What follows belongs to an exercise in optimizing a design on an open flow for a short achievable clock period and few clock cycles; a production flow would make more cautious choices. The RTL was checked by simulation tests, not by an equivalence proof against the original design.

==> trial 51: inputs <==
==> flow/design.v (excerpt) <==
module mcu_core_p
#(
    parameter int  DATA_W     = 8,
    parameter int  PMEM_DEPTH = 256,
    parameter int  DMEM_DEPTH = 16,
    localparam int PC_W       = $clog2(PMEM_DEPTH),
    localparam int DA_W       = $clog2(DMEM_DEPTH),
    localparam int IW         = DATA_W + 4   
) (
    input  logic              clk,
    input  logic              rst,
    input  logic              ld_valid,
    input  logic [IW-1:0]     ld_data,
    input  logic              ld_last,
    output logic              ld_ready,
    output logic [DATA_W-1:0] out_data,
    output logic              out_valid,
    output logic              halted,
    output logic [PC_W-1:0]   pc
);
    if (PC_W != 8 || PMEM_DEPTH != 256) begin : g_bad_params
        $error("mcu_core_p: only a 256-word program memory is supported");
    end
    localparam logic [PC_W-1:0] LAST_ADDR = PC_W'(PMEM_DEPTH - 1);
    localparam int FD   = 8;             
    localparam int FA_W = $clog2(FD);
    logic              ld_ready_q;
    logic [PC_W-1:0]   ld_addr_q;
    logic              lw_valid_q;
    logic              lw_end_q;
    logic [IW-1:0]     lw_data_q;
    logic [PC_W-1:0]   lw_next_q;   
  ...
clock: 6.0 ns
lec_check: 0
cap_margin: 30
core_margin: 2
core_utilization: 45
setup_slack_margin: 3.5
slew_margin: 40
run.sh (not shown) runs the stock make flow with config.mk's settings and CLKGATE_MAP_FILE= SYNTH_SCRIPT=/design/flow/synth_recipe.tcl, a recipe that flattens the netlist after the stock synthesis.
==> build 20: changes against trial 51 <==
--- a/flow/design.v
+++ b/flow/design.v
@@ -278,15 +278,12 @@
     logic [DA_W-1:0]   r_daddr;
     logic [3:0]        e_op;
     logic [DATA_W-1:0] e_imm;
     logic [DA_W-1:0]   e_daddr;
     logic              w_z;
     logic              w_taken;
-    logic              w_ez;
-    logic              w_zn;
-    logic              w_cn;
     logic              w_e_out;
     logic              w_e_halt;
     logic              w_stall;
     logic              w_ok;
     logic              w_adv;
     logic [PC_W-1:0]   w_pc_d;
@@ -318,37 +315,21 @@
     assign r_op    = ir_r_q[IW-1:DATA_W];
     assign r_daddr = ir_r_q[DA_W-1:0];
     assign e_op    = ir_e_q[IW-1:DATA_W];
     assign e_imm   = ir_e_q[DATA_W-1:0];
     assign e_daddr = e_imm[DA_W-1:0];
     assign w_z      = zv_q & (acc_q == '0);
-    always_comb begin
-        case (e_op)
-            OP_LDI, OP_LD:   w_ez = (opnd_q == '0);
-            OP_ADDI, OP_ADD: w_ez = ((acc_q[0] ^ opnd_q[0]) == 1'b0) &&
-                                    ((acc_q[DATA_W-1:1] ^ opnd_q[DATA_W-1:1]) ==
-                                     (acc_q[DATA_W-2:0] | opnd_q[DATA_W-2:0]));
-            OP_SUBI, OP_SUB,
-            OP_XORI:         w_ez = (acc_q == opnd_q);
-            OP_ANDI:         w_ez = ((acc_q & opnd_q) == '0);
-            OP_ORI:          w_ez = ((acc_q | opnd_q) == '0);
-            default:         w_ez = w_z;
-        endcase
-    end
-    assign w_zn     = ve_q ? w_ez : w_z;
-    assign w_cn     = (ve_q && w_alu_we) ? w_alu_c : c_q;
-    assign w_taken  = vr_q & ~w_stall & ~w_e_halt &
-                      (((r_op == OP_JZ) & w_zn) | ((r_op == OP_JC) & w_cn));
+    assign w_taken  = ve_q & (((e_op == OP_JZ) & w_z) | ((e_op == OP_JC) & c_q));
     assign w_e_out  = ve_q & (e_op == OP_OUT);
     assign w_e_halt = ve_q & (e_op == OP_HALT);
     assign w_stall  = w_e_out & fifo_full & ld_ready_q;
     assign w_mis    = vp_q & ~w_stall & ~w_taken & ~w_e_halt & ~hpend_q & ~hit_p_q & w_p_jmp;
     assign w_ok     = ldone_q | ({1'b0, ~pcn_q} < wlim_q);
     assign w_adv    = ~hpend_q & ~w_e_halt & w_ok & ~w_taken & ~w_mis & ~w_stall;
     always_comb begin
-        if (w_taken)                w_pc_d = ir_r_q[PC_W-1:0];
+        if (w_taken)                w_pc_d = e_imm[PC_W-1:0];
         else if (w_stall && vp_q)   w_pc_d = pc_p_q;
         else if (w_mis)             w_pc_d = w_p_nxt;
         else if (w_adv)             w_pc_d = w_pred;
         else                        w_pc_d = pc_q;
     end
     assign w_mem = (ve_q && e_op == OP_ST && e_daddr == r_daddr) ? acc_q : dmem[r_daddr];
@@ -387,13 +368,13 @@
                 btb_v_q[btb_rr_q] <= 1'b1;
                 btb_rr_q <= btb_rr_q + 1'b1;
             end
         end
         if (!rst && !w_stall) begin
             vr_q <= vp_q & ~w_taken & ~w_e_halt;
-            ve_q <= vr_q & ~w_e_halt;
+            ve_q <= vr_q & ~w_taken & ~w_e_halt;
             if (w_e_halt) hpend_q <= 1'b1;
             if (ve_q && w_alu_we) begin
                 acc_q <= w_alu_result;
                 zv_q  <= 1'b1;
                 c_q   <= w_alu_c;
             end
CORE_UTILIZATION = 50   (was 45)
==> results_dict.tcl <==
set metrics [dict create \
    status "timing/DRC/antenna clean" \
    taps 6968 \
    p_comb_uw 32000 \
    dp.cells 20500 \
    synth_seq_cells 6170 \
    die_w_um 730 \
    fin_util_pct 60.8 \
    synthTopCellsByCount "5,694 x edfxtp_1, 2,310 x mux2_2, 1,541 x mux4_2" \
    hpwlAfterDp_um 479000 \
    vias 153000 \
    n_all_inverters 147 \
    fmax_ghz 0.314 \
    yosysUniqueCellTypes 78 \
    wirelength_um 901000 \
    power_density_nw_per_um2 385 \
    clk_latency_ps 1130 \
    p_clk_share_pct 32.8 \
    cts_setup_buffers 570 \
]
The numbers above come from build 20.

==> results_dict.tcl <==
set metrics [dict create \
    p_comb_uw 36000 \
    synthTopCellsByCount "5,689 x edfxtp_1, 2,305 x mux2_2, 1,568 x mux4_2" \
    cts_setup_buffers 593 \
    synth_seq_cells 6166 \
    power_density_nw_per_um2 395 \
    wirelength_um 913000 \
    vias 155000 \
    fmax_ghz 0.321 \
    fin_util_pct 54.9 \
    clk_latency_ps 1160 \
    status "timing/DRC/antenna clean" \
    die_w_um 772 \
    taps 7810 \
    n_all_inverters 299 \
    yosysUniqueCellTypes 87 \
    p_clk_share_pct 32.1 \
    hpwlAfterDp_um 486000 \
]
The numbers above come from trial 51.

Testbench counts of trial 51, summed over its fixed seeds: cycles 43,169.
Testbench counts of build 20, summed over its fixed seeds: cycles 43,536.

==> port drivers added, routing unchanged <==
The flow's constraints put no driver on any port. The routed layouts listed below were extracted and timed again, unchanged, in two steps. Step 1 sets driving cells, clkbuf_16 on the clock port and buf_2 on the other inputs (assumed; they add their load-dependent delay and slew). Step 2 also shifts input and output timing later by t, the mid clock arrival at the registers, as if the neighbouring blocks saw the same clock. Slacks: ideal ports / drivers / drivers and shift; pairs: ideal ports / drivers.
run	t, ns	slack for setup (ns)	pins driven straight from the clock port
trial 51	1.253	2.889 / 2.889 / 2.500	1
build 20	1.248	2.819 / 2.819 / 2.637	1
After both steps setup and hold are still met in every run listed. The setup slack of trial 51, which loses most, moves by 0.000 ns with the drivers and by -0.389 ns with both steps.
